This design comes from an exercise in tuning for small area, a short achievable clock period and few clock cycles per item on the open sky130 flow, not from production work.
Where RTL was checked, it was by simulation tests only, not by an equivalence proof against the original.
No functional check of the RTL was part of runs 1 and 2.
No activity file was given, so power comes from the tool's default toggle rates. The flow treats the clock pin as an ideal source, which a real chip does not have.

### flow/config.mk
export PLATFORM = sky130hd
export DESIGN_NAME = fir_filter
export DESIGN_NICKNAME = fir_filter
export VERILOG_FILES = /design/flow/design.v
export SDC_FILE = /design/flow/constraint.sdc
export NUM_CORES = 4
export LEC_CHECK = 0
export ABC_CLOCK_PERIOD_IN_PS = 100
export CAP_MARGIN = 20
export CORE_MARGIN = 2
export CORE_UTILIZATION = 60
export SLEW_MARGIN = 20
export SYNTH_HIERARCHICAL = 1
export SYNTH_MINIMUM_KEEP_SIZE = 0
### flow/constraint.sdc
create_clock -name core_clock -period 12.0 [get_ports {clk}]
set_input_delay 2.4000 -clock core_clock [delete_from_list [all_inputs] [get_ports {clk}]]
set_output_delay 2.4000 -clock core_clock [all_outputs]
set_load 0.01 [all_outputs]
### flow/design.v
package fir_pkg;
    localparam int TAPS = 64;
    localparam int DW   = 16;
    localparam int CW   = 16;
    localparam int OW   = DW + CW + $clog2(TAPS);
    localparam int IW   = $clog2(TAPS);
    typedef logic signed [DW-1:0] sample_t;
    typedef logic signed [CW-1:0] coeff_t;
    typedef logic signed [OW-1:0] acc_t;
    typedef enum logic [1:0] {
        IDLE,
        MAC,
        DONE
    } state_t;
endpackage
module fir_coeff_rom (
    input  logic [fir_pkg::IW-1:0]        idx,
    output logic signed [fir_pkg::CW-1:0] coeff
);
    always_comb begin
        case (idx)
            6'd0: coeff =  16'sd512;
            6'd1: coeff =  16'sd496;
            6'd2: coeff =  16'sd480;
            6'd3: coeff =  16'sd464;
            6'd4: coeff =  16'sd448;
            6'd5: coeff =  16'sd432;
            6'd6: coeff =  16'sd416;
            6'd7: coeff =  16'sd400;
            6'd8: coeff =  16'sd384;
            6'd9: coeff =  16'sd368;
            6'd10: coeff =  16'sd352;
            6'd11: coeff =  16'sd336;
            6'd12: coeff =  16'sd320;
            6'd13: coeff =  16'sd304;
            6'd14: coeff =  16'sd288;
            6'd15: coeff =  16'sd272;
            6'd16: coeff =  16'sd256;
            6'd17: coeff =  16'sd240;
            6'd18: coeff =  16'sd224;
            6'd19: coeff =  16'sd208;
            6'd20: coeff =  16'sd192;
            6'd21: coeff =  16'sd176;
            6'd22: coeff =  16'sd160;
            6'd23: coeff =  16'sd144;
            6'd24: coeff =  16'sd128;
            6'd25: coeff =  16'sd112;
            6'd26: coeff =  16'sd96;
            6'd27: coeff =  16'sd80;
            6'd28: coeff =  16'sd64;
            6'd29: coeff =  16'sd48;
            6'd30: coeff =  16'sd32;
            6'd31: coeff =  16'sd16;
            6'd32: coeff =  16'sd0;
            6'd33: coeff = -16'sd16;
            6'd34: coeff = -16'sd32;
            6'd35: coeff = -16'sd48;
            6'd36: coeff = -16'sd64;
            6'd37: coeff = -16'sd80;
            6'd38: coeff = -16'sd96;
            6'd39: coeff = -16'sd112;
            6'd40: coeff = -16'sd128;
            6'd41: coeff = -16'sd144;
            6'd42: coeff = -16'sd160;
            6'd43: coeff = -16'sd176;
            6'd44: coeff = -16'sd192;
            6'd45: coeff = -16'sd208;
            6'd46: coeff = -16'sd224;
            6'd47: coeff = -16'sd240;
            6'd48: coeff = -16'sd256;
            6'd49: coeff = -16'sd272;
            6'd50: coeff = -16'sd288;
            6'd51: coeff = -16'sd304;
            6'd52: coeff = -16'sd320;
            6'd53: coeff = -16'sd336;
            6'd54: coeff = -16'sd352;
            6'd55: coeff = -16'sd368;
            6'd56: coeff = -16'sd384;
            6'd57: coeff = -16'sd400;
            6'd58: coeff = -16'sd416;
            6'd59: coeff = -16'sd432;
            6'd60: coeff = -16'sd448;
            6'd61: coeff = -16'sd464;
            6'd62: coeff = -16'sd480;
            6'd63: coeff = -16'sd496;
            default: coeff = '0;
        endcase
    end
endmodule
module fir_filter (
    input  logic                          clk,
    input  logic                          rst,
    input  logic signed [fir_pkg::DW-1:0] FIR_input,
    input  logic                          input_valid,
    output logic signed [fir_pkg::OW-1:0] FIR_output,
    output logic                          output_valid
);
    localparam int DW = fir_pkg::DW;
    localparam int NL = fir_pkg::TAPS - 1;    
    localparam int AW = 26;                   
    logic signed [DW-1:0]   d [0:NL-1];
    logic [5:0]             cnt;              
    logic [AW-1:0]          as, ac;           
    logic [AW-1:0]          bs, bc;           
    logic signed [AW-1:0]   y;                
    logic [DW-1:0]          x;
    logic [DW-1:0]          od;               
    assign x  = FIR_input;
    assign od = (cnt == 6'(NL)) ? d[NL-1] : '0;
    logic [AW-1:0] xe, oe, a1, a2, a3, a4, a5, a6, a7, a8, an_s, an_c;
    assign xe = AW'({{(AW-DW){x[DW-1]}}, x});
    assign oe = AW'({{(AW-DW){od[DW-1]}}, od});
    fir_csa #(.W(AW), .CI(1)) u_a1 (.a(as), .b(ac), .c(~bs), .s(a1), .cy(a2));
    fir_csa #(.W(AW), .CI(1)) u_a2 (.a(~bc), .b(oe << 5), .c(a1), .s(a3), .cy(a4));
    fir_csa #(.W(AW), .CI(0)) u_a3 (.a(a2), .b(a3), .c(a4), .s(a5), .cy(a6));
    fir_csa #(.W(AW), .CI(0)) u_a4 (.a(a5), .b(a6), .c(xe << 5), .s(a7), .cy(a8));
    fir_csa #(.W(AW), .CI(1)) u_a5 (.a(a7), .b(a8), .c(~xe), .s(an_s), .cy(an_c));
    logic [AW-1:0] b1, b2, bn_s, bn_c;
    fir_csa #(.W(AW), .CI(1)) u_b1 (.a(bs), .b(bc), .c(~oe), .s(b1), .cy(b2));
    fir_csa #(.W(AW), .CI(0)) u_b2 (.a(b1), .b(b2), .c(xe), .s(bn_s), .cy(bn_c));
    logic [AW-1:0] ar, t_new;
    logic [4:0]    ar_up, ar_dn;
    fir_ares u_ares (.as(as), .ac(ac), .a(ar), .up(ar_up), .dn(ar_dn));
    fir_tadd u_tadd (.a(ar), .up(ar_up), .dn(ar_dn), .x(x), .t(t_new));
    always_ff @(posedge clk) begin
        y <= t_new;
        if (input_valid) begin
            d[0] <= x;
            for (int k = 1; k < NL; k++) d[k] <= d[k-1];
        end
    end
    always_ff @(posedge clk) begin
        if (rst) begin
            cnt          <= '0;
            as           <= '0;
            ac           <= '0;
            bs           <= '0;
            bc           <= '0;
            output_valid <= 1'b0;
        end else begin
            output_valid <= input_valid;
            if (input_valid) begin
                if (cnt != 6'(NL)) cnt <= cnt + 6'd1;
                as <= an_s;
                ac <= an_c;
                bs <= bn_s;
                bc <= bn_c;
            end
        end
    end
    assign FIR_output = {{(fir_pkg::OW-AW-4){y[AW-1]}}, y, 4'b0000};
endmodule
module fir_csa #(
    parameter int W  = 26,
    parameter int CI = 0
) (
    input  logic [W-1:0] a,
    input  logic [W-1:0] b,
    input  logic [W-1:0] c,
    output logic [W-1:0] s,
    output logic [W-1:0] cy
);
    assign s  = a ^ b ^ c;
    assign cy = {((a[W-2:0] & b[W-2:0]) | (a[W-2:0] & c[W-2:0]) | (b[W-2:0] & c[W-2:0])), 1'(CI)};
endmodule
module fir_ares (
    input  logic [25:0] as,
    input  logic [25:0] ac,
    output logic [25:0] a,
    output logic [4:0]  up,
    output logic [4:0]  dn
);
    assign a  = as + ac;
    assign up = a[25:21] + 5'd1;
    assign dn = a[25:21] - 5'd1;
endmodule
module fir_tadd (
    input  logic [25:0] a,
    input  logic [4:0]  up,
    input  logic [4:0]  dn,
    input  logic [15:0] x,
    output logic [25:0] t
);
    logic [16:0] lo;
    assign lo = {1'b0, a[20:5]} + {1'b0, x};
    assign t  = {(lo[16] == x[15]) ? a[25:21] : lo[16] ? up : dn, lo[15:0], a[4:0]};
endmodule
### flow/flow/run.sh
#!/bin/bash
# The standard layout, with these changes to how it optimises:
#  - timing repair aims well past the required period (a setup margin),
#  - resizing may change a cell's footprint (the platform pins it otherwise),
#  - port buffers start as plain buffers instead of delay cells,
#  - the clock tree has no dummy loads.
set -euo pipefail
bash standard.sh \
  SETUP_SLACK_MARGIN=8.7 \
  MATCH_CELL_FOOTPRINT=0 \
  "BUFFER_PORTS_ARGS=-buffer_cell sky130_fd_sc_hd__buf_4" \
  "CTS_ARGS=-sink_clustering_enable -repair_clock_nets -dont_use_dummy_load -sink_clustering_size 30 -sink_clustering_max_diameter 100 -buf_list {sky130_fd_sc_hd__clkbuf_8 sky130_fd_sc_hd__clkbuf_16}" \
  finish > standard.log 2>&1
### flow/standard.sh
#!/bin/bash
# synth_recipe.tcl (not shown) runs the flow's synth.tcl, then flattens the netlist and writes it again
# the make line also repeats each setting of config.mk as NAME=value (left out here)
make -C /OpenROAD-flow-scripts/flow DESIGN_CONFIG=/design/flow/config.mk WORK_HOME=/design/flow/orfs CLKGATE_MAP_FILE= SYNTH_SCRIPT=/design/flow/synth_recipe.tcl "${@:-finish}"
==> impl_metrics.tcl, run 1 <==
set metrics [dict create \
    synth_edf_count 1008 \
    utilization_pct 66.95 \
    clk_latency_ns 0.62 \
    synth_area_leader_cell "edfxtp_1" \
    status "complete, no violations" \
    clk_pin_slew_worst_paths_ns 0.10 \
    seqCellArea_um2 33100 \
    drc 0 \
    fillers 4577 \
    critPathArrivalTime_ns 4.53 \
    cts_buffers 47 \
    tns_ns 0 \
    grt_pass1_vias 16370 \
    fmax_mhz 244.1 \
    hold_class "reg -> reg" \
    vias 16600 \
    wl_um 60330 \
    async_flop_share_pct 0 \
    power.total_mw 10.75 \
    hpwl_um 34140 \
    cts_tree "built" \
    cts_buffer_depth 3 \
    die_w_um 267.4 \
    design_area_um2 46000 \
    hp-start "d[2][15]$_DFFE_PP_" \
    area_delta_synth_final_pct 10.46 \
    worst_slack_ns 7.904 \
    synthMuxAreaShare_pct 2.885 \
    relSlewSlack_pct 52.44 \
    drtIter0Drc 1297 \
    grt_first_pass_wirelength_um 93760 \
    placeableCoreArea_um2 68710 \
    synthAdderAreaFrac_pct 9.801 \
    rows 96 \
    synth_xor_area_share_pct 1.319 \
    drv_slew 0 \
    synth_compound_area_share_pct 2.263 \
    maxCapViolations 0 \
    io_pins 58 \
    synth_cells 2053 \
    placed_cells 3003 \
    yosys_warnings 8 \
    dp_slack_ns 6.630 \
    synthFlopType "edfxtp_1" \
    grtUsageMet2_pct 24.04 \
    ys_seq_area_share_pct 79.28 \
    final_antenna_net_count 0 \
    synthDistinctLibCells 84 \
    synth_top_area_share_pct 72.69 \
    end_kind "flop" \
    crit_start "as[0]$_SDFFE_PP0P_" \
    crit_fanout 5 \
    multiInputGateArea_um2 8667 \
    h-tree-depth 2 \
    n_antenna_cell 0 \
    fin_crit_ns 4.096 \
    grt_usage_pct 17.13 \
    worstSetupPathType "reg -> reg" \
    fin_crit_sh_pct 34.14 \
    cp_data_required_time_ns 12.43 \
    die_y_um 267.4 \
    grt_setup_unrepaired "true" \
    cp-start-kind "flop" \
    use_met3_pct 2.078 \
    cts_sinks 1145 \
    synth-seq-cells 1145 \
    holdWs_ns 0.3818 \
    leakage_nw 16.26 \
    vdd_drop_max_mv 0.2019 \
    finalSetupViolations 0 \
    reg2reg_setup_slack_ns 7.90 \
    synth-simple-area-share_pct 2.707 \
    final_nets 2423 \
    fin_skew_ns 0.08422 \
    synthTopCellsByArea "edfxtp_1 (73%), fa_1 (8.5%), dfxtp_1 (6.6%), mux2i_1 (2.9%), ha_1 (1.3%)" \
    cts-root-buf "clkbuf_16" \
    wl_per_cell_um 19.38 \
    holdBufCountCts 0 \
    synth.avg_cell_area_um2 20.28 \
    grt_busiest_layer "met1" \
    worstMarginPinSlew_ns 0.7095 \
    port_buffers 53 \
    grt_max_degree 110 \
    drive_above_1_share_pct 17.64 \
    use_met1_pct 28.98 \
    p_per_area_nw_per_um2 233.7 \
    start_util_pct 60.61 \
    dpl-instance-area_um2 43210 \
    instances_no_fill 3113 \
    grt-ovfl-total 0 \
    die_area_um2 71520 \
    synth_area_um2 41640 \
    hold_viol 0 \
    dr.pass1.iters 4 \
    vias_per_cell 5.332 \
    synth_top_family_by_area "adder cells" \
    r2r-start "as[0]$_SDFFE_PP0P_" \
    gp_congestion 0.7780 \
    antenna_found_initial 1 \
]
[worst paths after layout]
| check | endpoint | depth (start not counted) |
|---|---|---|
| worst max-delay path | y[24]$_DFF_P_ | 20 |
| worst min register to register | d[3][15]$_DFFE_PP_ | 0 |
| worst min-delay path | d[3][15]$_DFFE_PP_ | 0 |
| worst max register to register | y[24]$_DFF_P_ | 20 |
[Yosys stat by module, one instance, submodules excluded, excerpt]
| module | flip-flops and latches | cell area [um^2] | cells |
|---|---|---|---|
| fir_filter | 1145 | 35300 | 1525 |
| fir_ares | 0 | 1564 | 203 |
| fir_tadd | 0 | 1033 | 129 |
[routing by layer]
| layer | wire [um] | part of all wire [%] |
|---|---|---|
| met1 | 31470 | 52 |
| met5 | 0 | 0 |
| met3 | 1639 | 2.7 |
| met2 | 26120 | 43 |
| met4 | 1099 | 1.8 |
[cell usage after synthesis (17+ instances only)]
master    number
fa_1         177
buf_2         18
nand2_1       38
a21oi_1       34
xnor2_1       25
edfxtp_1    1008
nor2_1       133
ha_1          43
mux2i_1      120
buf_4         25
dfxtp_1      137
inv_1         89
and2_1        17
[flip-flops by register name (all words and copies together) (netlist names)]
register and count:
ac 26, as 26, bc 26, bs 26
cnt 6, d 1008, output_valid 1, y 26
[repair_timing]
item / 4_1_cts / 5_1_grt
resized for setup: 212 / 55
pin swaps: 99 / 37
cloned: 6 / 4
buffers inserted: 39 / 14
setup endpoints to repair: 1084 / 686
[cell usage in the layout, fill, tap and decap left out, types with 5 or more instances in the layout]
cell type,n
dfxtp_1,89
buf_4,67
and2_4,16
a21oi_1,30
nor2_1,129
dfxtp_4,12
nor2b_1,7
buf_6,33
nand2_1,33
xor2_1,10
mux2i_1,119
clkbuf_16,56
fa_1,125
nand3_1,7
edfxtp_1,1008
ha_1,24
inv_1,84
o21ai_0,8
dfxtp_2,36
a21o_1,15
ha_4,18
fa_2,52
xnor2_2,5
xnor2_1,21
buf_16,9
buf_12,10
xor3_1,7
conb_1,21
[power breakdown]
| part | internal [mW] | switching (mW) | total (mW) |
|---|---|---|---|
| Sequential | 4.75 | 0.230 | 4.98 |
| Combinational | 2.06 | 1.96 | 4.01 |
| Clock | 0.705 | 1.05 | 1.76 |
[critical path, cell delays in order, from the launching register on]
cell       delay [ns]
dfxtp_2          0.37
ha_4             0.14
inv_2            0.03
fa_2             0.35
nor2b_2          0.14
o31a_1           0.27
nor4_4           0.07
a2111o_1         0.42
a21boi_2         0.18
o21ai_2          0.08
a21boi_2         0.15
nor4_1           0.06
a311o_1          0.31
ha_4             0.30
nand3_4          0.10
nor3_4           0.14
nand2_2          0.09
o211ai_4         0.25
clkbuf_16        0.20
mux2i_2          0.19
mux2i_1          0.08
[cell families after synthesis]
| logic type | after synthesis |
|---|---|
| buf+inv | 149 |
| fa+ha+maj | 220 |
| mux | 120 |
| compound gates | 122 |
| xor+xnor | 46 |
| other cells | 8 |
| flops | 1145 |
| simple gates | 243 |
[layout make-up]
class | count | share of cell area (%)
flip-flops and latches | 1145 | 71.96
multi-input cells | 773 | 18.84
clock buffers | 47 | 2.557
repair buffers | 128 | 3.365
well taps | 931 | 2.532
inverters | 89 | 0.7399
==> run 2, diff against run 1 <==
--- a/flow/config.mk
+++ b/flow/config.mk
@@ -12,3 +12 @@
 export SLEW_MARGIN = 20
-export SYNTH_HIERARCHICAL = 1
-export SYNTH_MINIMUM_KEEP_SIZE = 0
==> run 2 against run 1 <==
Compared with the run above:
- still clean
- utilization rose by 0.20 points
- via count rose by 2.5%
- wire length rose by 1.3%
- critical path depth rose by 1
- clock power barely moved
- sequential cell count fell by 1
- non-clock buffer count rose by 27
- die area fell by 0.48%
- hold slack got worse by 0.0086 ns
- register-to-register slack got worse by 0.41 ns
- power rose by 7.6%
- synthesized cell count rose by 6.4%
- highest routed layer unchanged
==> impl_metrics.tcl, run 2 <==
set metrics [dict create \
    synth_area_um2 41440 \
    synth_common_cells "edfxtp_1 (1008), inv_1 (301), fa_1 (158), dfxtp_1 (136), nor2_1 (127)" \
    vias 17010 \
    cts_sinks 1144 \
    drv_slew 0 \
    worstMarginPinSlew_ns 0.7835 \
    h-tree-depth 2 \
    seqCellArea_um2 33040 \
    cts_buffers 46 \
    min_to "d[13][9]$_DFFE_PP_" \
    grt_first_pass_wirelength_um 95970 \
    hold_viol 0 \
    clk_pin_slew_worst_paths_ns 0.11 \
    die_y_um 266.8 \
    grt_usage_pct 17.58 \
    end_kind "flop" \
    vdd_drop_max_mv 0.2304 \
    dr.pass1.iters 5 \
    layout_commonest_cell "edfxtp_1" \
    crit_chain "inv_1 -> fa_2 -> nor2b_2 -> o31a_1 -> o21a_4 -> a22o_1 -> nor2_1 -> nor2_1 -> nor2_1 -> xnor2_1 -> ha_2 -> or3_4 -> o41ai_4 -> o211ai_1 -> buf_4 -> nand2_4 -> ha_4 -> a21o_1 -> a31oi_2 -> mux2i_2 -> xnor2_1" \
    hpwl_um 34900 \
    crit_top_cell "nor2_1" \
    fillers 4510 \
    r2r-end "y[24]$_DFF_P_" \
    p_per_area_nw_per_um2 251.6 \
    largest_reg_flops 1008 \
    drtIter0Drc 1258 \
    synth.avg_cell_area_um2 18.96 \
    cts-root-buf "clkbuf_16" \
    synthTopCellsByArea "edfxtp_1 (73%), fa_1 (7.6%), dfxtp_1 (6.6%), inv_1 (2.7%), ha_1 (1.8%)" \
    area_delta_synth_final_pct 10.95 \
    critPathArrivalTime_ns 5.03 \
    maxCapViolations 0 \
    fin_skew_ns 0.07687 \
    multiInputGateArea_um2 7790 \
    wl_per_cell_um 18.92 \
    n_antenna_cell 0 \
    fin_crit_ns 4.505 \
    final_cell_mix "edfxtp_1 (1008), inv_1 (264), fa_1 (131), nor2_1 (126), dfxtp_1 (101)" \
    hp-start "d[12][9]$_DFFE_PP_" \
    worstSetupPathType "reg -> reg" \
    yosys_warnings 2 \
    cts_buffer_depth 3 \
    top_register "d" \
    ys_seq_area_share_pct 79.62 \
    grt_setup_unrepaired "true" \
    grt_pass1_vias 17030 \
    antenna_found_initial 0 \
    synthDistinctLibCells 58 \
    die_area_um2 71180 \
    grt-ovfl-total 0 \
    leakage_nw 16.90 \
    synth-seq-cells 1144 \
    finalSetupViolations 0 \
    clk_latency_ns 0.63 \
    synth_top_area_share_pct 73.05 \
    cp-start-kind "flop" \
    async_flop_share_pct 0 \
    crit_fanout 3 \
    crit_family "compound AO/OA/AOI/OAI gates" \
    drc 0 \
    synth_area_leader_cell "edfxtp_1" \
    tns_ns 0 \
    reg2reg_setup_slack_ns 7.49 \
    io_pins 58 \
    synthFlopType "edfxtp_1" \
    holdBufCountCts 0 \
    whs_path_depth 0 \
    final_nets 2587 \
    max_stage_delay_ns 0.42 \
    drive_above_1_share_pct 17.64 \
    r2r-start "as[1]$_SDFFE_PP0P_" \
    fin_crit_sh_pct 37.54 \
    relSlewSlack_pct 47.54 \
    utilization_pct 67.15 \
    synth_edf_count 1008 \
    vias_per_cell 5.269 \
    synth_cells 2185 \
    gp_congestion 0.7884 \
    grt_max_degree 102 \
    slowest_stage "or3_4" \
    final_antenna_net_count 0 \
    die_w_um 266.8 \
    status "complete, no violations" \
    cp_num_buf_inv 2 \
    r2r_cells 21 \
    cts_tree "built" \
    port_buffers 53 \
    start_util_pct 60.52 \
    synth.most_common_cell "edfxtp_1" \
    wl_um 61110 \
    placeableCoreArea_um2 68470 \
    holdWs_ns 0.3732 \
    fmax_mhz 222.0 \
    cp_data_required_time_ns 12.53 \
    rows 96 \
    hold_class "reg -> reg" \
]
[run 2: through the flow]
stage / power, mW / cells / area (um^2) / worst slack (ns)
final: 11.57 / 3229 / 45980 / 7.495
after global routing: 12.49 / 3229 / 45980 / 7.327
after CTS: 11.43 / 3212 / 45660 / 7.528
after detailed placement: 9.184 / 3091 / 43090 / 6.609
after global placement: 9.078 / 3091 / 43090 / 6.676
after floorplan: 8.162 / 2188 / 41690 / 7.282
[run 2: how the worst max path moves through the flow]
stage                     slack (ns)            end               start  cells after the start
after floorplan                 7.28  y[25]$_DFF_P_        FIR_input[0]                     14
after global placement          6.68  y[24]$_DFF_P_        FIR_input[1]                     14
after detailed placement        6.61  y[24]$_DFF_P_        FIR_input[1]                     14
after CTS                       7.53  y[24]$_DFF_P_        FIR_input[0]                     16
after global routing            7.33  y[24]$_DFF_P_  as[0]$_SDFFE_PP0P_                     22
final                           7.49  y[24]$_DFF_P_  as[1]$_SDFFE_PP0P_                     21
[run 2: what timing repair did]
item | in CTS | in global routing
buffers inserted | 63 | 16
pin swaps | 118 | 43
gates resized for setup | 210 | 42
setup endpoints to repair | 941 | 347
gates cloned | 12 | 1
[run 2: per-layer routing]
layer,global-route usage (%),part of all wire [%],vias up,wire [um]
met1,28.64,51,8775,31240
li1,-,-,7956,-
met2,25.41,44,203,26600
met3,2.500,3.2,78,1939
met5,0,0,-,0
met4,4.297,2.2,0,1329
[run 2: power by group]
| part | switching [mW] | internal [mW] | total, mW |
|---|---|---|---|
| clock | 1.06 | 0.691 | 1.75 |
| combinational | 2.57 | 2.31 | 4.88 |
| sequential | 0.204 | 4.74 | 4.95 |
| total | 3.83 | 7.74 | 11.6 |
[run 2: cells by family (layout without fill, tap and decap cells)]
logic type	after synthesis	after routing	synth area share [%]
and+or+nand+nor	200	201	2.138
DFF	1144	1144	79.62
muxes	71	71	1.721
adders and majority gates	219	219	9.475
buffers and inverters	345	503	3.234
other	1	4	0.009050
AOI/OAI and AO/OA	139	139	2.410
xor gates and xnor gates	66	66	1.395
[run 2: cell type report]
cell class	count	share of cell area, %
flip-flops and latches	1144	71.86
multi-input cells	700	16.94
repair buffers	155	3.802
clock buffers	46	2.504
inverters	302	2.487
well taps	882	2.400
==> run 3, diff against run 2 <==
--- a/flow/design.v
+++ b/flow/design.v
@@ -172,3 +172,6 @@
 );
-    assign a  = as + ac;
+    logic [25:0] p, g, c;
+    fir_pg #(.W(26)) u_pg (.a(as), .b(ac), .p(p), .g(g));
+    fir_carry #(.W(26)) u_c (.p(p), .g(g), .c(c), .cout());
+    assign a  = p ^ c;
     assign up = a[25:21] + 5'd1;
@@ -183,5 +186,44 @@
 );
-    logic [16:0] lo;
-    assign lo = {1'b0, a[20:5]} + {1'b0, x};
-    assign t  = {(lo[16] == x[15]) ? a[25:21] : lo[16] ? up : dn, lo[15:0], a[4:0]};
-endmodule
+    logic [15:0] p, g, c;
+    logic        co;
+    fir_pg #(.W(16)) u_pg (.a(a[20:5]), .b(x), .p(p), .g(g));
+    fir_carry #(.W(16)) u_c (.p(p), .g(g), .c(c), .cout(co));
+    assign t = {(co == x[15]) ? a[25:21] : co ? up : dn, p ^ c, a[4:0]};
+endmodule
+module fir_pg #(
+    parameter int W = 26
+) (
+    input  logic [W-1:0] a,
+    input  logic [W-1:0] b,
+    output logic [W-1:0] p,
+    output logic [W-1:0] g
+);
+    assign p = a ^ b;
+    assign g = a & b;
+endmodule
+module fir_carry #(
+    parameter int W = 26
+) (
+    input  logic [W-1:0] p,
+    input  logic [W-1:0] g,
+    output logic [W-1:0] c,
+    output logic         cout
+);
+    localparam int LV = $clog2(W);
+    logic [(LV+1)*W-1:0] gg, pp;
+    assign gg[W-1:0] = g;
+    assign pp[W-1:0] = p;
+    for (genvar l = 0; l < LV; l++) begin : g_lvl
+        for (genvar i = 0; i < W; i++) begin : g_bit
+            if (i >= (1 << l)) begin : g_op
+                assign gg[(l+1)*W+i] = gg[l*W+i] | (pp[l*W+i] & gg[l*W+i-(1<<l)]);
+                assign pp[(l+1)*W+i] = pp[l*W+i] & pp[l*W+i-(1<<l)];
+            end else begin : g_pass
+                assign gg[(l+1)*W+i] = gg[l*W+i];
+                assign pp[(l+1)*W+i] = pp[l*W+i];
+            end
+        end
+    end
+    assign c    = {gg[(LV+1)*W-2:LV*W], 1'b0};
+    assign cout = gg[(LV+1)*W-1];
+endmodule
--- a/flow/flow/run.sh
+++ b/flow/flow/run.sh
@@ -8,3 +8,3 @@
 bash standard.sh \
-  SETUP_SLACK_MARGIN=8.7 \
+  SETUP_SLACK_MARGIN=8.3 \
   MATCH_CELL_FOOTPRINT=0 \
--- a/flow/config.mk
+++ b/flow/config.mk
@@ -12 +12,3 @@
 export SLEW_MARGIN = 20
+export SYNTH_HIERARCHICAL = 1
+export SYNTH_MINIMUM_KEEP_SIZE = 0
==> run 3 against run 2 <==
Compared with the run above:
- still clean
- sequential share of layout area up 2.1 points
- setup slack improved by 0.76 ns
- via count is 5.7% lower
- critical path type is now in -> reg
==> impl_metrics.tcl, run 3 <==
set metrics [dict create \
    status "complete, no violations" \
    synth_cells 1985 \
    fmax_mhz 266.8 \
    placeableCoreArea_um2 68350 \
    instances_no_fill 2974 \
    max_stage_delay_ns 0.39 \
    final_nets 2332 \
    grt-ovfl-total 0 \
    drv_slew 0 \
    crit_fanout 25 \
    final_cell_mix "edfxtp_1 (1008), fa_1 (168), dfxtp_1 (123), mux2i_1 (119), nor2_1 (118)" \
    synth_area_um2 41200 \
    cts_buffer_depth 3 \
    r2r_cells 17 \
    cts_sinks 1145 \
    clk_latency_ns 0.62 \
    end_kind "flop" \
    area_delta_synth_final_pct 8.451 \
    port_buffers 53 \
    cts_tree "built" \
    vias 16040 \
    wl_met2_um 24210 \
    leakage_nw 16.11 \
    h-tree-depth 2 \
    yosys_warnings 8 \
    slowest_stage "buf_4" \
    fillers 4531 \
    hold_viol 0 \
    min_to "d[61][3]$_DFFE_PP_" \
    fin_skew_ns 0.08660 \
    cts_buffers 48 \
    dpl-instance-area_um2 42670 \
    wl_per_cell_um 19.35 \
    rows 96 \
    antenna_found_initial 0 \
    dr.pass1.iters 4 \
    holdBufCountCts 0 \
    die_w_um 266.1 \
    drive_above_1_share_pct 11.66 \
    hpwl_um 32830 \
    placed_cells 2885 \
    vdd_drop_max_mv 0.1775 \
    highest-signal-layer "met4" \
    critPathArrivalTime_ns 4.22 \
    tns_ns 0 \
    gp_congestion 0.7705 \
    vias_per_cell 5.394 \
    cp_num_buf_inv 1 \
    drc 0 \
    start_util_pct 60.29 \
    reg2reg_setup_slack_ns 8.25 \
    hp-start "d[60][3]$_DFFE_PP_" \
    die_y_um 266.1 \
    fin_crit_sh_pct 31.23 \
    final_antenna_net_count 0 \
    wl_um 57550 \
    crit_top_cell "mux2i_1" \
    r2r-start "ac[1]$_SDFFE_PP0P_" \
    synth.avg_cell_area_um2 20.76 \
    n_antenna_cell 0 \
    crit_chain "buf_4 -> ha_1 -> and3_4 -> a21oi_2 -> nand2_2 -> a31o_4 -> mux2i_1 -> mux2i_1" \
    cts-root-buf "clkbuf_16" \
    maxCapViolations 0 \
    crit_family "multiplexers" \
    cp_data_required_time_ns 12.47 \
    relSlewSlack_pct 38.74 \
    fin_crit_ns 3.748 \
    clk_pin_slew_worst_paths_ns 0.11 \
    worstMarginPinSlew_ns 0.9189 \
    io_pins 58 \
    cp-start-kind "input pin" \
    top_register "d" \
    grt_max_degree 106 \
    whs_path_depth 0 \
    largest_reg_flops 1008 \
    layout_commonest_cell "edfxtp_1" \
    drtIter0Drc 1163 \
    utilization_pct 65.38 \
    hold_class "reg -> reg" \
    grt_setup_unrepaired "true" \
    grt_pass1_vias 15960 \
    power.total_mw 10.33 \
    grt_first_pass_wirelength_um 90830 \
    design_area_um2 44690 \
    grt_usage_pct 16.70 \
    finalSetupViolations 0 \
    r2r-end "y[25]$_DFF_P_" \
    die_area_um2 70790 \
    drt-met1-wl_um 30070 \
    crit_start "FIR_input[15]" \
    worstSetupPathType "in -> reg" \
    wl_met3_um 1916 \
    p_per_area_nw_per_um2 231.1 \
]
run 3: power by group:
group | internal, mW | total, mW | leakage (nW) | switching (mW)
sequential | 4.74 | 4.96 | 11.0 | 0.225
clock | 0.718 | 1.78 | 0.592 | 1.06
combinational | 1.79 | 3.58 | 4.51 | 1.80
run 3: worst register-to-register path: cells and delay by family, from the launching register on:
| family | cells | cell delay (ns) |
|---|---|---|
| XOR/XNOR | 1 | 0.25 |
| AND/OR/NAND/NOR | 1 | 0.04 |
| adder cells (fa/ha/maj) | 2 | 0.50 |
| flip-flops | 1 | 0.37 |
| multiplexers | 2 | 0.41 |
| buffers and inverters | 2 | 0.25 |
| AO/OA/AOI/OAI | 9 | 1.77 |
run 3: worst max-delay path by stage:
stage | endpoint | slack (ns) | depth (start not counted)
final | y[25]$_DFF_P_ | 8.25 | 8
after global routing | y[25]$_DFF_P_ | 8.07 | 15
after CTS | y[25]$_DFF_P_ | 8.29 | 16
after detailed placement | d[43][12]$_DFFE_PP_ | 6.45 | 3
after global placement | d[48][12]$_DFFE_PP_ | 6.55 | 3
after floorplan | y[23]$_DFF_P_ | 8.11 | 9
run 3: cell type report:
cell class	count	area, um^2	share of cell area (%)
Timing Repair Buffer	105	1022	2.288
Tap cell	882	1104	2.470
Clock buffer	48	1201	2.688
Multi-Input combinational cell	718	8030	17.97
Inverter	76	289.0	0.6468
Sequential cell	1145	33040	73.94
run 3: metal layers:
layer	track usage, %	up-vias
met5	0	-
met4	4.616	0
met3	2.468	87
met2	22.75	184
met1	28.33	8365
li1	-	7406
run 3: metrics by stage:
stage / setup slack (ns) / hold WS, ns
6_report: 8.252 / 0.3747
3_3_place_gp: 6.550 / 0.4003
2_1_floorplan: 8.108 / 0.4003
4_1_cts: 8.291 / 0.3753
3_5_place_dp: 6.454 / 0.4045
5_1_grt: 8.073 / 0.3729
run 3: timing repair:
action,CTS,global route
gates resized for setup,66,35
gates cloned,5,1
pin swaps,29,48
setup endpoints to repair,948,422
setup buffers,19,16
Testbench counts of run 3, summed over its fixed seeds: cycles 2,408, items 2,400.
==> run 4, diff against run 3 <==
--- a/flow/flow/run.sh
+++ b/flow/flow/run.sh
@@ -8,3 +8,3 @@
 bash standard.sh \
-  SETUP_SLACK_MARGIN=8.3 \
+  SETUP_SLACK_MARGIN=8.7 \
   MATCH_CELL_FOOTPRINT=0 \
==> run 4 against run 3 <==
Compared with the run above:
- via count rose by 0.54%
- setup slack got worse by 0.0045 ns
- critical endpoint is now y[20]$_DFF_P_
- still clean on timing, DRC and antenna
- synthesized cell count did not move
==> impl_metrics.tcl, run 4 <==
set metrics [dict create \
    status "complete, no violations" \
    fmax_mhz 266.5 \
    grt_setup_unrepaired "true" \
    gp_congestion 0.7740 \
    drc 0 \
    power_switching_share_pct 29.67 \
    vias_per_cell 5.402 \
    cts_sinks 1145 \
    largest_reg_flops 1008 \
    hold_viol 0 \
    io_pins 58 \
    top_register "d" \
    instances_no_fill 2986 \
    vias 16130 \
    drive_above_1_share_pct 17.11 \
    power_frac_seq_pct 47.4 \
    drtIter0Drc 1195 \
    area_delta_synth_final_pct 10.14 \
    h-tree-depth 2 \
    clkPwrFrac_pct 16.9 \
    grt_first_pass_wirelength_um 93150 \
    maxCapViolations 0 \
    die_y_um 266.1 \
    cp-start-kind "flop" \
    hpwl_um 32980 \
    power.total_mw 10.51 \
    synth.avg_cell_area_um2 20.76 \
    layout_commonest_cell "edfxtp_1" \
    cts_buffers 47 \
    fin_skew_ns 0.08405 \
    end_kind "flop" \
    p_per_area_nw_per_um2 231.6 \
    worstSetupPathType "reg -> reg" \
    relSlewSlack_pct 58.22 \
    die_area_um2 70790 \
    start_util_pct 60.29 \
    placed_cells 2881 \
    placeableCoreArea_um2 68350 \
    die_w_um 266.1 \
    grt_pass1_vias 15940 \
    leakage_nw 16.27 \
    synth_area_um2 41200 \
    cts-root-buf "clkbuf_16" \
    grt_max_degree 203 \
    drv_slew 0 \
    synth_cells 1985 \
    n_antenna_cell 0 \
    clk_latency_ns 0.62 \
    grt-ovfl-total 0 \
    critPathArrivalTime_ns 4.21 \
    cts_buffer_depth 3 \
    rows 96 \
    clk_pin_slew_worst_paths_ns 0.11 \
    crit_fanout 4 \
    final_nets 2344 \
    wl_um 60330 \
    final_cell_mix "edfxtp_1 (1008), mux2i_1 (119), fa_1 (119), nor2_1 (118), dfxtp_1 (88)" \
    worstMarginPinSlew_ns 0.6267 \
    cts_tree "built" \
    cp_data_required_time_ns 12.46 \
    port_buffers 53 \
    fin_crit_ns 3.752 \
    dr.pass1.iters 5 \
    final_antenna_net_count 0 \
    p_comb_share_pct 35.7 \
    netSwitchingPower_mw 3.119 \
    yosys_warnings 8 \
    antenna_found_initial 0 \
    hold_class "reg -> reg" \
    grt_usage_pct 17.17 \
    vdd_drop_max_mv 0.1572 \
    tns_ns 0 \
    wl_per_cell_um 20.20 \
    intPower_mw 7.392 \
    fillers 4458 \
    fin_crit_sh_pct 31.27 \
    finalSetupViolations 0 \
    holdBufCountCts 0 \
]
[run 4: routing by layer]
metal  part of all wire (%)  up-vias  GRT usage, %  routed length (um)
li1                       -     7418             -                   -
met1                     52     8471         29.58               31600
met2                     43      180         23.56               25810
met3                    3.3       60         2.505                2007
met4                    1.5        0         3.432                 918
met5                      0        -             0                   0
[run 4: timing repair]
action / 4_1_cts / 5_1_grt
cloned: 11 / 3
gates resized for setup: 191 / 39
endpoints found under the setup margin: 1041 / 377
pin swaps: 106 / 21
setup buffers: 36 / 8
[run 4: area by class of cell]
class,count,area (um^2),area share [%]
multi-input cells,719,8264,18.21
inverters,76,289.0,0.6369
flip-flops and latches,1145,33090,72.92
repair buffers,117,1454,3.204
well taps,882,1104,2.432
clock buffers,47,1176,2.592
[run 4: path summary, 6_finish.rpt]
path	from	to	slack, ns	depth (start not counted)
setup / recovery	ac[1]$_SDFFE_PP0P_	y[20]$_DFF_P_	8.25	16
hold / removal	d[6][15]$_DFFE_PP_	d[7][15]$_DFFE_PP_	0.36	0
setup reg to reg	ac[1]$_SDFFE_PP0P_	y[20]$_DFF_P_	8.25	16
hold reg to reg	d[6][15]$_DFFE_PP_	d[7][15]$_DFFE_PP_	0.36	0
[run 4: power by group through the flow]
stage               clock, mW  sequential, mW  combinational (mW)
finish                   1.78            4.98                3.75
global route             1.97            5.03                4.30
CTS                      1.86            4.99                3.77
detailed placement          0            5.05                3.49
global placement            0            5.05                3.40
floorplan                   0            4.98                2.69
[run 4: through the flow]
step,cell area (um^2),hold slack (ns),setup slack [ns],utilization (%)
global route,45380,0.3623,8.090,66.40
finish,45380,0.3629,8.248,66.40
floorplan,41500,0.4003,8.109,-
CTS,45100,0.3588,8.260,65.99
global placement,42740,0.4013,6.640,62.53
detailed placement,42740,0.4045,6.514,62.53
[run 4: worst max-delay path: stages, from the launching register on]
cell	delay [ns]
dfxtp_4	0.37
ha_4	0.24
a21o_4	0.23
a31oi_4	0.31
buf_4	0.17
nand2_2	0.05
a21o_1	0.18
a21o_1	0.19
a21o_1	0.19
xor2_2	0.19
ha_4	0.25
o21a_1	0.22
o211a_1	0.22
a21oi_2	0.18
a21oi_2	0.09
a221o_1	0.31
xor2_1	0.19
==> run 5, diff against run 4 <==
--- a/flow/design.v
+++ b/flow/design.v
@@ -216,11 +216,8 @@
     for (genvar l = 0; l < LV; l++) begin : g_lvl
-        for (genvar i = 0; i < W; i++) begin : g_bit
-            if (i >= (1 << l)) begin : g_op
-                assign gg[(l+1)*W+i] = gg[l*W+i] | (pp[l*W+i] & gg[l*W+i-(1<<l)]);
-                assign pp[(l+1)*W+i] = pp[l*W+i] & pp[l*W+i-(1<<l)];
-            end else begin : g_pass
-                assign gg[(l+1)*W+i] = gg[l*W+i];
-                assign pp[(l+1)*W+i] = pp[l*W+i];
-            end
-        end
+        fir_ks_level #(.W(W), .D(1 << l)) u_lvl (
+            .p  (pp[l*W +: W]),
+            .g  (gg[l*W +: W]),
+            .po (pp[(l+1)*W +: W]),
+            .go (gg[(l+1)*W +: W])
+        );
     end
@@ -229 +226,13 @@
 endmodule
+module fir_ks_level #(
+    parameter int W = 26,
+    parameter int D = 1
+) (
+    input  logic [W-1:0] p,
+    input  logic [W-1:0] g,
+    output logic [W-1:0] po,
+    output logic [W-1:0] go
+);
+    assign go = {g[W-1:D] | (p[W-1:D] & g[W-1-D:0]), g[D-1:0]};
+    assign po = {p[W-1:D] & p[W-1-D:0], p[D-1:0]};
+endmodule
==> run 5 against run 4 <==
Compared with the run above:
- global-route usage grew 0.075 points
- via count is 4.3% higher
- clock power decreased by 3%
- wire length increased by 3.1%
- fmax up 6.2%
- register-to-register slack improved by 0.22 ns
- critical path type unchanged
- largest cell class unchanged
==> impl_metrics.tcl, run 5 <==
set metrics [dict create \
    cts_sinks 1145 \
    cts_buffers 45 \
    cts_tree "built" \
    wl_um 62210 \
    yosys_warnings 8 \
    critPathArrivalTime_ns 3.99 \
    top_register "d" \
    grt_usage_pct 17.25 \
    final_nets 2438 \
    final_cell_mix "edfxtp_1 (1008), a21o_1 (140), fa_1 (125), mux2i_1 (119), nor2_1 (105)" \
    antenna_found_initial 2 \
    synth_cells 2141 \
    dr.pass1.iters 5 \
    crit_family "adder cells" \
    tns_ns 0 \
    die_y_um 269.8 \
    cp_data_required_time_ns 12.45 \
    dp_slack_ns 6.532 \
    synth.avg_cell_area_um2 19.80 \
    fillers 4710 \
    synth_area_um2 42400 \
    crit_start "cnt[1]$_SDFFE_PP0P_" \
    die_area_um2 72810 \
    max_stage_delay_ns 0.54 \
    drtIter0Drc 1254 \
    multiInputGateArea_um2 9109 \
    cts_buffer_depth 3 \
    vias 16820 \
    finalSetupViolations 0 \
    r2r-end "as[7]$_SDFFE_PP0P_" \
    slowest_stage "fa_2" \
    seqCellArea_um2 33120 \
    drv_slew 0 \
    grt_max_degree 111 \
    hp-start "d[5][13]$_DFFE_PP_" \
    gp_congestion 0.8219 \
    wl_per_cell_um 19.82 \
    grt-ovfl-total 0 \
    die_w_um 269.8 \
    io_pins 58 \
    cp_num_buf_inv 2 \
    status "complete, no violations" \
    fin_skew_ns 0.05301 \
    fmax_mhz 283.1 \
    hold_viol 0 \
    cts-root-buf "clkbuf_16" \
    leakage_nw 17.46 \
    crit_top_cell "fa_2" \
    hold_class "reg -> reg" \
    drc 0 \
    vias_per_cell 5.357 \
    endpoint "as[7]$_SDFFE_PP0P_" \
    port_buffers 53 \
    fin_crit_ns 3.533 \
    vdd_drop_max_mv 0.3598 \
    drive_above_1_share_pct 15.42 \
    crit_fanout 7 \
    end_kind "flop" \
    worst_slack_ns 8.467 \
    grt_setup_unrepaired "true" \
    cp-start-kind "flop" \
    maxCapViolations 0 \
    r2r-start "cnt[1]$_SDFFE_PP0P_" \
    r2r_cells 12 \
    rows 97 \
    placeableCoreArea_um2 70030 \
    worstMarginPinSlew_ns 0.6941 \
    reg2reg_setup_slack_ns 8.47 \
    clk_latency_ns 0.62 \
    start_util_pct 60.55 \
    p_per_area_nw_per_um2 226.8 \
    worstSetupPathType "reg -> reg" \
    h-tree-depth 2 \
    grt_first_pass_wirelength_um 97390 \
    fin_crit_sh_pct 29.44 \
    largest_reg_flops 1008 \
    grt_pass1_vias 17020 \
    power.total_mw 10.49 \
    area_delta_synth_final_pct 9.112 \
    hpwl_um 35600 \
    path_depth 12 \
    crit_chain "ha_4 -> nand2_4 -> and2b_4 -> buf_12 -> buf_6 -> and2_4 -> fa_2 -> fa_2 -> fa_2 -> fa_2 -> mux2i_1 -> nor2_1" \
    relSlewSlack_pct 53.73 \
    final_antenna_net_count 0 \
    layout_commonest_cell "edfxtp_1" \
    clk_pin_slew_worst_paths_ns 0.11 \
]
==> run 5: metrics by stage <==
step | utilization, % | hold slack, ns | area [um^2] | cells
after floorplan | - | 0.4003 | 42730 | 2154
after global placement | 62.44 | 0.4008 | 43730 | 3056
after detailed placement | 62.45 | 0.4045 | 43730 | 3056
after CTS | 65.44 | 0.4002 | 45820 | 3126
after global routing | 66.06 | 0.4000 | 46260 | 3138
final | 66.07 | 0.4020 | 46270 | 3139
==> run 5: cell type report <==
type,count,share of cell area [%]
Multi-Input combinational cell,834,19.69
Clock buffer,45,2.434
Sequential cell,1145,71.58
Tap cell,940,2.542
Timing Repair Buffer,102,3.159
Inverter,72,0.5923
Antenna cell,1,0.005409
==> run 5: how the worst min path moves through the flow <==
stage | depth (start not counted) | end | slack, ns
finish | 0 | d[6][13]$_DFFE_PP_ | 0.40
global route | 0 | d[9][10]$_DFFE_PP_ | 0.40
CTS | 0 | d[6][13]$_DFFE_PP_ | 0.40
detailed placement | 0 | d[10][7]$_DFFE_PP_ | 0.40
global placement | 0 | d[34][2]$_DFFE_PP_ | 0.40
floorplan | 0 | d[10][0]$_DFFE_PP_ | 0.40
==> run 5: repair_timing <==
item	CTS	global route
cloned	10	6
resized for setup	192	67
hold buffers	0	0
buffers inserted	15	6
pin swaps	77	22
setup endpoints to repair	1041	451
==> run 5: per-layer routing <==
metal / share of wire, % / vias to the layer above / track usage (%)
met5: 0 / - / 0
met4: 1.9 / 0 / 4.006
met3: 3.3 / 68 / 2.196
met2: 44 / 200 / 24.50
met1: 51 / 8782 / 28.89
li1: - / 7765 / -
==> run 5: power by group <==
group | total [mW] | internal [mW] | switching (mW)
clock | 1.73 | 0.677 | 1.06
combinational | 3.78 | 1.95 | 1.83
sequential | 4.98 | 4.75 | 0.229
total | 10.5 | 7.38 | 3.11
==> run 5: worst register-to-register path: cells and delay by family, from the launching register on <==
kind / cells / cell delay [ns]
buf+inv: 2 / 0.26
fa+ha+maj: 5 / 2.12
simple gates: 4 / 0.48
flops: 1 / 0.37
mux: 1 / 0.14
Testbench counts of run 5, summed over its fixed seeds: cycles 2,408, items 2,400.
==> run 6, diff against run 5 <==
--- a/flow/design.v
+++ b/flow/design.v
@@ -102,2 +102,3 @@
     logic [5:0]             cnt;              
+    logic                   full;             
     logic [AW-1:0]          as, ac;           
@@ -108,3 +109,3 @@
     assign x  = FIR_input;
-    assign od = (cnt == 6'(NL)) ? d[NL-1] : '0;
+    assign od = full ? d[NL-1] : '0;
     logic [AW-1:0] xe, oe, a1, a2, a3, a4, a5, a6, a7, a8, an_s, an_c;
@@ -134,2 +135,3 @@
             cnt          <= '0;
+            full         <= 1'b0;
             as           <= '0;
@@ -142,3 +144,4 @@
             if (input_valid) begin
-                if (cnt != 6'(NL)) cnt <= cnt + 6'd1;
+                if (!full) cnt <= cnt + 6'd1;
+                if (cnt == 6'(NL-1)) full <= 1'b1;
                 as <= an_s;
--- a/flow/flow/run.sh
+++ b/flow/flow/run.sh
@@ -8,3 +8,3 @@
 bash standard.sh \
-  SETUP_SLACK_MARGIN=8.7 \
+  SETUP_SLACK_MARGIN=8.45 \
   MATCH_CELL_FOOTPRINT=0 \
==> run 6 against run 5 <==
Compared with the run above:
- clock power hardly changed
- global-route usage is 1.2 points lower
- utilization is 1.7 points lower
- via count is 3.1% lower
- highest routed layer unchanged
- clock skew is 0.0064 ns higher
- area after synthesis hardly changed
- still clean on timing, DRC and antenna
- wire length is 7.8% lower
- final area is 2.6% lower
==> impl_metrics.tcl, run 6 <==
set metrics [dict create \
    synth_cells 2137 \
    synth_area_um2 42370 \
    instances_no_fill 3106 \
    wl_um 57370 \
    cts_buffers 45 \
    clk_pin_slew_worst_paths_ns 0.10 \
    dp_slack_ns 6.615 \
    design_area_um2 45040 \
    fmax_mhz 283.2 \
    p_per_area_nw_per_um2 226.8 \
    placed_cells 3052 \
    die_y_um 269.7 \
    grt_max_degree 201 \
    rows 97 \
    worstMarginPinSlew_ns 1.091 \
    final_antenna_net_count 0 \
    dr.pass1.iters 4 \
    grt_setup_unrepaired "true" \
    h-tree-depth 2 \
    cp-start-kind "input pin" \
    port_buffers 53 \
    hpwl_um 34450 \
    die_area_um2 72760 \
    crit_start "FIR_input[1]" \
    cts_buffer_depth 3 \
    cts-root-buf "clkbuf_16" \
    crit_fanout 5 \
    grt-ovfl-total 0 \
    drc 0 \
    final_cell_mix "edfxtp_1 (1008), fa_1 (175), a21o_1 (142), dfxtp_1 (131), mux2i_1 (119)" \
    synth.avg_cell_area_um2 19.83 \
    io_pins 58 \
    placeableCoreArea_um2 70030 \
    holdBufCountCts 0 \
    wl_per_cell_um 18.47 \
    tns_ns 0 \
    drtIter0Drc 1142 \
    leakage_nw 17.29 \
    drv_slew 0 \
    cts_tree "built" \
    critPathArrivalTime_ns 4.02 \
    drive_above_1_share_pct 7.618 \
    r2r-start "as[5]$_SDFFE_PP0P_" \
    vias 16300 \
    status "complete, no violations" \
    fin_crit_sh_pct 29.43 \
    die_w_um 269.7 \
    end_kind "flop" \
    final_nets 2407 \
    grt_first_pass_wirelength_um 92180 \
    relSlewSlack_pct 27.24 \
    crit_chain "buf_12 -> ha_4 -> a21o_1 -> a21o_1 -> a21o_1 -> a21o_4 -> mux2i_1 -> mux2i_1" \
    grt_usage_pct 16.10 \
    finalSetupViolations 0 \
    slowest_stage "a21o_4" \
    worstSetupPathType "in -> reg" \
    n_antenna_cell 0 \
    fin_crit_ns 3.532 \
    top_register "d" \
    crit_top_cell "a21o_1" \
    maxCapViolations 0 \
    dpl-instance-area_um2 43610 \
    cp_data_required_time_ns 12.49 \
    area_delta_synth_final_pct 6.311 \
    layout_commonest_cell "edfxtp_1" \
    grt_pass1_vias 16420 \
    hold_viol 0 \
    largest_reg_flops 1008 \
    antenna_found_initial 1 \
    worst_slack_ns 8.468 \
    vias_per_cell 5.247 \
    gp_congestion 0.8034 \
    utilization_pct 64.32 \
    cts_sinks 1146 \
    max_stage_delay_ns 0.27 \
    hp-start "d[1][2]$_DFFE_PP_" \
    vdd_drop_max_mv 0.1855 \
    clk_latency_ns 0.62 \
    start_util_pct 60.50 \
    fin_skew_ns 0.05938 \
    hold_class "reg -> reg" \
    yosys_warnings 8 \
]
==> run 6: final timing paths <==
check | slack [ns] | endpoint | cells after the start
worst min register to register | 0.37 | d[2][2]$_DFFE_PP_ | 0
worst min-delay path | 0.37 | d[2][2]$_DFFE_PP_ | 0
worst max register to register | 8.58 | y[23]$_DFF_P_ | 14
worst max-delay path | 8.47 | y[23]$_DFF_P_ | 8
==> run 6: area by class of cell <==
| class | count | area [um^2] |
|---|---|---|
| Sequential cell | 1146 | 33050 |
| Tap cell | 940 | 1176 |
| Timing Repair Buffer | 72 | 742.0 |
| Inverter | 87 | 330.3 |
| Fill cell | 4838 | 24980 |
| Multi-Input combinational cell | 816 | 8622 |
| Clock buffer | 45 | 1126 |
==> run 6: worst max-delay path, delay by kind of cell <==
family / cells / cell delay (ns)
adders and majority gates: 1 / 0.23
AOI/OAI and AO/OA: 4 / 0.95
muxes: 2 / 0.31
buffers and inverters: 1 / 0.12
==> run 6: timing repair <==
action / CTS / global route
endpoints found under the setup margin: 1015 / 376
resized for setup: 31 / 24
pin swaps: 0 / 8
setup buffers: 0 / 6
cloned: 2 / 1
==> run 6: where the power goes <==
| group | switching (mW) | internal (mW) | total (mW) |
|---|---|---|---|
| clock network | 1.04 | 0.677 | 1.72 |
| logic | 1.76 | 1.78 | 3.55 |
| registers | 0.207 | 4.74 | 4.95 |
| total | 3.01 | 7.20 | 10.2 |
==> run 6: layer usage <==
layer,GRT usage (%),part of all wire (%),up-vias
met1,27.09,52,8427
met5,0,0,-
met4,3.450,1.9,0
met2,22.68,43,150
li1,-,-,7650
met3,2.271,2.7,69
==> run 6: through the flow <==
step / power (mW) / hold WS [ns]
after detailed placement: 8.591 / 0.4045
after CTS: 10.38 / 0.3764
final: 10.21 / 0.3732
after global routing: 11.06 / 0.3794
after global placement: 8.515 / 0.4005
after floorplan: 7.779 / 0.4003
Testbench counts of run 6, summed over its fixed seeds: cycles 2,408, items 2,400.
==> run 7, diff against run 6 <==
--- a/flow/flow/run.sh
+++ b/flow/flow/run.sh
@@ -8,3 +8,3 @@
 bash standard.sh \
-  SETUP_SLACK_MARGIN=8.45 \
+  SETUP_SLACK_MARGIN=8.7 \
   MATCH_CELL_FOOTPRINT=0 \
==> run 7 against run 6 <==
Compared with the run above:
- die area unchanged
- combinational power increased by 6.5%
- via count increased by 1.6%
- hold slack lost 0.0089 ns
- sequential share of layout area down 1.5 points
- synthesized cell count did not move
- critical path depth down 7
- register-to-register slack improved by 0.14 ns
- first-iteration DRC count is 6.0% lower
- critical endpoint is now FIR_output[32]
- highest routed layer unchanged
==> impl_metrics.tcl, run 7 <==
set metrics [dict create \
    status "complete, no violations" \
    holdBufCountCts 0 \
    drtIter0Drc 1074 \
    die_area_um2 72760 \
    cts_buffer_depth 3 \
    vias 16550 \
    crit_fanout 9 \
    port_buffers 53 \
    yosys_warnings 8 \
    final_cell_mix "edfxtp_1 (1008), fa_1 (146), a21o_1 (142), mux2i_1 (119), nor2_1 (112)" \
    dp_slack_ns 6.628 \
    max_stage_delay_ns 0.40 \
    rows 97 \
    instances_no_fill 3147 \
    drc 0 \
    synth_cells 2137 \
    crit_family "flip-flops" \
    top_register "d" \
    intPower_mw 7.412 \
    power_frac_seq_pct 47.4 \
    worst_slack_ns 8.519 \
    slowest_stage "dfxtp_4" \
    placed_cells 3052 \
    cp_num_buf_inv 1 \
    grt_first_pass_wirelength_um 93920 \
    power.total_mw 10.50 \
    clkPwrFrac_pct 16.6 \
    die_w_um 269.7 \
    cp-start-kind "flop" \
    clk_pin_slew_worst_paths_ns 0.10 \
    cts_sinks 1146 \
    cts_tree "built" \
    layout_commonest_cell "edfxtp_1" \
    grt-ovfl-total 0 \
    final_nets 2448 \
    relSlewSlack_pct 38.79 \
    critPathArrivalTime_ns 1.08 \
    area_delta_synth_final_pct 8.797 \
    grt_max_degree 204 \
    end_kind "output port" \
    io_pins 58 \
    start_util_pct 60.50 \
    wl_um 59000 \
    drv_slew 0 \
    drive_above_1_share_pct 15.00 \
    h-tree-depth 2 \
    cts_buffers 46 \
    grt_usage_pct 16.44 \
    synth_area_um2 42370 \
    worstSetupPathType "reg -> out" \
    clk_latency_ns 0.61 \
    tns_ns 0 \
    gp_congestion 0.8392 \
    crit_chain "buf_4" \
    power_switching_share_pct 29.42 \
    n_antenna_cell 0 \
    placeableCoreArea_um2 70030 \
    hold_class "reg -> reg" \
    hpwl_um 33860 \
    fin_skew_ns 0.07180 \
    largest_reg_flops 1008 \
    vdd_drop_max_mv 0.1745 \
    p_per_area_nw_per_um2 227.8 \
    netSwitchingPower_mw 3.090 \
    vias_per_cell 5.259 \
    grt_pass1_vias 16880 \
    fin_crit_sh_pct 29.01 \
    wl_per_cell_um 18.75 \
    p_comb_share_pct 36.0 \
    fmax_mhz 287.3 \
    die_y_um 269.7 \
    maxCapViolations 0 \
    dr.pass1.iters 4 \
    fin_crit_ns 3.481 \
    synth.avg_cell_area_um2 19.83 \
    cp_data_required_time_ns 9.60 \
    hold_viol 0 \
    leakage_nw 17.62 \
    worstMarginPinSlew_ns 0.9182 \
    final_antenna_net_count 0 \
    grt_setup_unrepaired "true" \
    cts-root-buf "clkbuf_16" \
    antenna_found_initial 0 \
    finalSetupViolations 0 \
]
## run 7: area by class of cell
cell class	instances	area, um^2
Clock buffer	46	1151
Fill cell	4737	23930
Inverter	87	334.1
Multi-Input combinational cell	816	8870
Sequential cell	1146	33140
Tap cell	940	1176
Timing Repair Buffer	112	1430
## run 7: final timing paths
check,start,end,slack [ns],cells after the start
worst max-delay path,y[25]$_DFF_P_,FIR_output[32],8.52,1
worst min-delay path,d[3][11]$_DFFE_PP_,d[4][11]$_DFFE_PP_,0.36,0
worst max register to register,ac[2]$_SDFFE_PP0P_,y[22]$_DFF_P_,8.72,13
worst min register to register,d[3][11]$_DFFE_PP_,d[4][11]$_DFFE_PP_,0.36,0
## run 7: timing repair
item | 4_1_cts | 5_1_grt
pin swaps | 17 | 69
cloned | 7 | 4
endpoints found under the setup margin | 1067 | 415
resized for setup | 110 | 98
setup buffers | 12 | 26
## run 7: power groups by stage
stage	Sequential, mW	Clock [mW]	Combinational [mW]
global route	5.03	1.96	4.39
detailed placement	5.03	0	3.66
global placement	5.03	0	3.57
floorplan	4.99	0	2.87
CTS	4.97	1.84	3.79
finish	4.98	1.74	3.78
## run 7: metal layers
| metal | part of all wire [%] | up-vias | GRT usage (%) |
|---|---|---|---|
| met2 | 44 | 143 | 24.16 |
| met5 | 0 | - | 0 |
| met1 | 51 | 8616 | 26.80 |
| met4 | 1.7 | 0 | 3.436 |
| li1 | - | 7730 | - |
| met3 | 2.6 | 62 | 2.217 |
## run 7: stage by stage
stage               hold WS [ns]  util (%)  cell area [um^2]
detailed placement        0.4045     62.38             43680
floorplan                 0.4003         -             42690
global placement          0.4004     62.37             43680
CTS                       0.3554     64.93             45470
finish                    0.3643     65.83             46100
global route              0.3597     65.83             46100
==> run 8, diff against run 7 <==
--- a/flow/flow/run.sh
+++ b/flow/flow/run.sh
@@ -11,3 +11,3 @@
   "BUFFER_PORTS_ARGS=-buffer_cell sky130_fd_sc_hd__buf_4" \
-  "CTS_ARGS=-sink_clustering_enable -repair_clock_nets -dont_use_dummy_load -sink_clustering_size 30 -sink_clustering_max_diameter 100 -buf_list {sky130_fd_sc_hd__clkbuf_8 sky130_fd_sc_hd__clkbuf_16}" \
+  "CTS_ARGS=-sink_clustering_enable -repair_clock_nets -dont_use_dummy_load -sink_clustering_size 20 -sink_clustering_max_diameter 80 -buf_list {sky130_fd_sc_hd__clkbuf_8} -root_buf sky130_fd_sc_hd__clkbuf_16" \
   finish > standard.log 2>&1
==> run 8 against run 7 <==
Compared with the run above:
- still clean
- non-clock buffer count rose by 11
- synthesized cell count is the same
- critical path depth did not move
- register-to-register slack better by 0.03 ns
- via count grew 0.77%
- power decreased by 0.61%
- sequential power hardly changed
- sequential cell count stayed put
- highest routed layer unchanged
==> impl_metrics.tcl, run 8 <==
set metrics [dict create \
    cp_num_buf_inv 1 \
    fin_crit_sh_pct 29.35 \
    endpoint "FIR_output[32]" \
    use_met3_pct 2.369 \
    grt-ovfl-total 0 \
    final_cell_mix "edfxtp_1 (1008), fa_1 (147), a21o_1 (142), mux2i_1 (119), nor2_1 (112)" \
    gp_congestion 0.8392 \
    leakage_nw 17.65 \
    slowest_stage "dfxtp_4" \
    clk_latency_ns 0.59 \
    top_register "d" \
    rows 97 \
    crit_chain "buf_4" \
    grt_setup_unrepaired "true" \
    wl_per_cell_um 19.03 \
    die_w_um 269.7 \
    use_met1_pct 27.16 \
    end_kind "output port" \
    max_stage_delay_ns 0.40 \
    final_antenna_net_count 0 \
    h-tree-depth 3 \
    start_util_pct 60.50 \
    drtIter0Drc 1190 \
    grt_usage_pct 16.82 \
    clk_pin_slew_worst_paths_ns 0.11 \
    fmax_mhz 283.9 \
    grt_busiest_layer "met1" \
    final_nets 2482 \
    yosys_warnings 8 \
    worstMarginPinSlew_ns 0.9343 \
    die_area_um2 72760 \
    io_pins 58 \
    drv_slew 0 \
    fin_crit_ns 3.522 \
    vias 16680 \
    dr.pass1.iters 5 \
    drive_above_1_share_pct 16.91 \
    p_per_area_nw_per_um2 226.2 \
    antenna_found_initial 0 \
    synth_area_um2 42370 \
    finalSetupViolations 0 \
    drc 0 \
    cts_buffers 69 \
    grtUsageMet2_pct 24.35 \
    crit_start "y[25]$_DFF_P_" \
    status "complete, no violations" \
    reg2reg_setup_slack_ns 8.75 \
    port_buffers 53 \
    power.total_mw 10.44 \
    hold_viol 0 \
    r2r_cells 14 \
    path_depth 1 \
    grt_max_degree 113 \
    r2r-end "y[22]$_DFF_P_" \
    vias_per_cell 5.243 \
    cts_buffer_depth 3 \
    critPathArrivalTime_ns 1.12 \
    tns_ns 0 \
    worstSetupPathType "reg -> out" \
    hold_class "reg -> reg" \
    vdd_drop_max_mv 0.1656 \
    cts_sinks 1146 \
    cts_tree "built" \
    layout_commonest_cell "edfxtp_1" \
    hpwl_um 33860 \
    maxCapViolations 0 \
    wl_um 60530 \
    die_y_um 269.7 \
    largest_reg_flops 1008 \
    cp_data_required_time_ns 9.60 \
    r2r-start "as[6]$_SDFFE_PP0P_" \
    crit_fanout 9 \
    synth_cells 2137 \
    crit_family "flip-flops" \
    n_antenna_cell 0 \
    area_delta_synth_final_pct 8.897 \
    cts-root-buf "clkbuf_16" \
    relSlewSlack_pct 37.72 \
    fin_skew_ns 0.04576 \
    cp-start-kind "flop" \
    grt_first_pass_wirelength_um 95490 \
    placeableCoreArea_um2 70030 \
    synth.avg_cell_area_um2 19.83 \
    grt_pass1_vias 17130 \
]
## run 8: cell types whose count changed in the layout (fill, tap and decap cells not counted), moves of 4 or more
cell       previous run  this run
dfxtp_1              64        48
clkbuf_8              0        60
dfxtp_2              69        83
clkbuf_16            56        20
buf_8                 0         4
buf_4                45        54
## run 8: per-layer routing
layer | wire, um | vias to the layer above
met1 | 30980 | 8641
met2 | 26440 | 170
met3 | 1595 | 87
li1 | - | 7780
met4 | 1520 | 0
met5 | 0 | -
## run 8: worst min-delay path by stage
stage	from	to	cells after the start
floorplan	d[9][0]$_DFFE_PP_	d[10][0]$_DFFE_PP_	0
global placement	d[33][14]$_DFFE_PP_	d[34][14]$_DFFE_PP_	0
detailed placement	d[9][7]$_DFFE_PP_	d[10][7]$_DFFE_PP_	0
CTS	d[28][11]$_DFFE_PP_	d[29][11]$_DFFE_PP_	0
global route	d[13][8]$_DFFE_PP_	d[14][8]$_DFFE_PP_	0
finish	d[13][8]$_DFFE_PP_	d[14][8]$_DFFE_PP_	0
## run 8: cell type report
type,instances,area (um^2)
clock buffers,69,1051
fillers,4740,23890
inverters,87,334.1
multi-input cells,816,8877
flip-flops and latches,1146,33160
well taps,940,1176
repair buffers,123,1540
## run 8: power by group
part,leakage (nW),internal [mW],switching (mW)
clock network,0.542,0.592,1.07
registers,11.0,4.77,0.214
logic,6.08,1.97,1.83
total,17.7,7.32,3.12
## run 8: metrics by stage
stage	hold slack (ns)	setup WS, ns	cell area [um^2]	utilization [%]	cells
global route	0.4111	8.408	46140	65.89	3181
CTS	0.4117	8.421	45370	64.78	3139
detailed placement	0.4045	6.628	43680	62.38	3052
global placement	0.4004	6.707	43680	62.37	3052
finish	0.4123	8.478	46140	65.89	3181
floorplan	0.4003	8.284	42690	-	2150
## run 8: what timing repair did
| action | 4_1_cts | 5_1_grt |
|---|---|---|
| setup endpoints to repair | 1067 | 112 |
| resized for setup | 106 | 118 |
| setup buffers | 10 | 38 |
| hold buffers | 0 | 0 |
| cloned | 8 | 4 |
| pin swaps | 13 | 75 |

re-timing with driven ports:
The flow's constraints put no driver on any port. The routed layouts listed below were extracted and timed again, unchanged, in two steps. Step 1 (the two cells are an assumption about what drives the block):
set clk [get_ports {clk}]
set_driving_cell -lib_cell sky130_fd_sc_hd__clkbuf_16 $clk
set_driving_cell -lib_cell sky130_fd_sc_hd__buf_2 [delete_from_list [all_inputs] $clk]
Step 2 also shifts input and output timing later by t, the mid clock arrival at the registers, as if the neighbouring blocks saw the same clock. Slacks: ideal / step 1 / step 2; pairs: ideal / step 1.
run | t, ns | setup slack, ns | worst register clock-pin slew, ns | worst data-port slew with drivers (ns) | cell pins on the clock port's net
run 1 | 0.641 | 7.904 / 7.904 / 7.513 | 0.11 / 0.11 | 0.16 | 1
run 2 | 0.647 | 7.495 / 7.495 / 6.864 | 0.11 / 0.11 | 0.28 | 1
run 3 | 0.641 | 8.252 / 8.255 / 7.646 | 0.11 / 0.11 | 0.16 | 1
run 4 | 0.650 | 8.248 / 8.248 / 7.703 | 0.11 / 0.11 | 0.24 | 1
run 5 | 0.658 | 8.467 / 8.405 / 7.887 | 0.11 / 0.11 | 0.15 | 1
run 6 | 0.656 | 8.468 / 8.350 / 7.694 | 0.11 / 0.11 | 0.19 | 1
run 7 | 0.641 | 8.519 / 8.457 / 7.930 | 0.11 / 0.11 | 0.20 | 1
run 8 | 0.637 | 8.478 / 8.414 / 7.925 | 0.12 / 0.12 | 0.31 | 1
After both steps setup and hold are still met in every run listed. The setup slack of run 6, which loses most, moves by -0.118 ns with the drivers and by -0.774 ns with both steps.
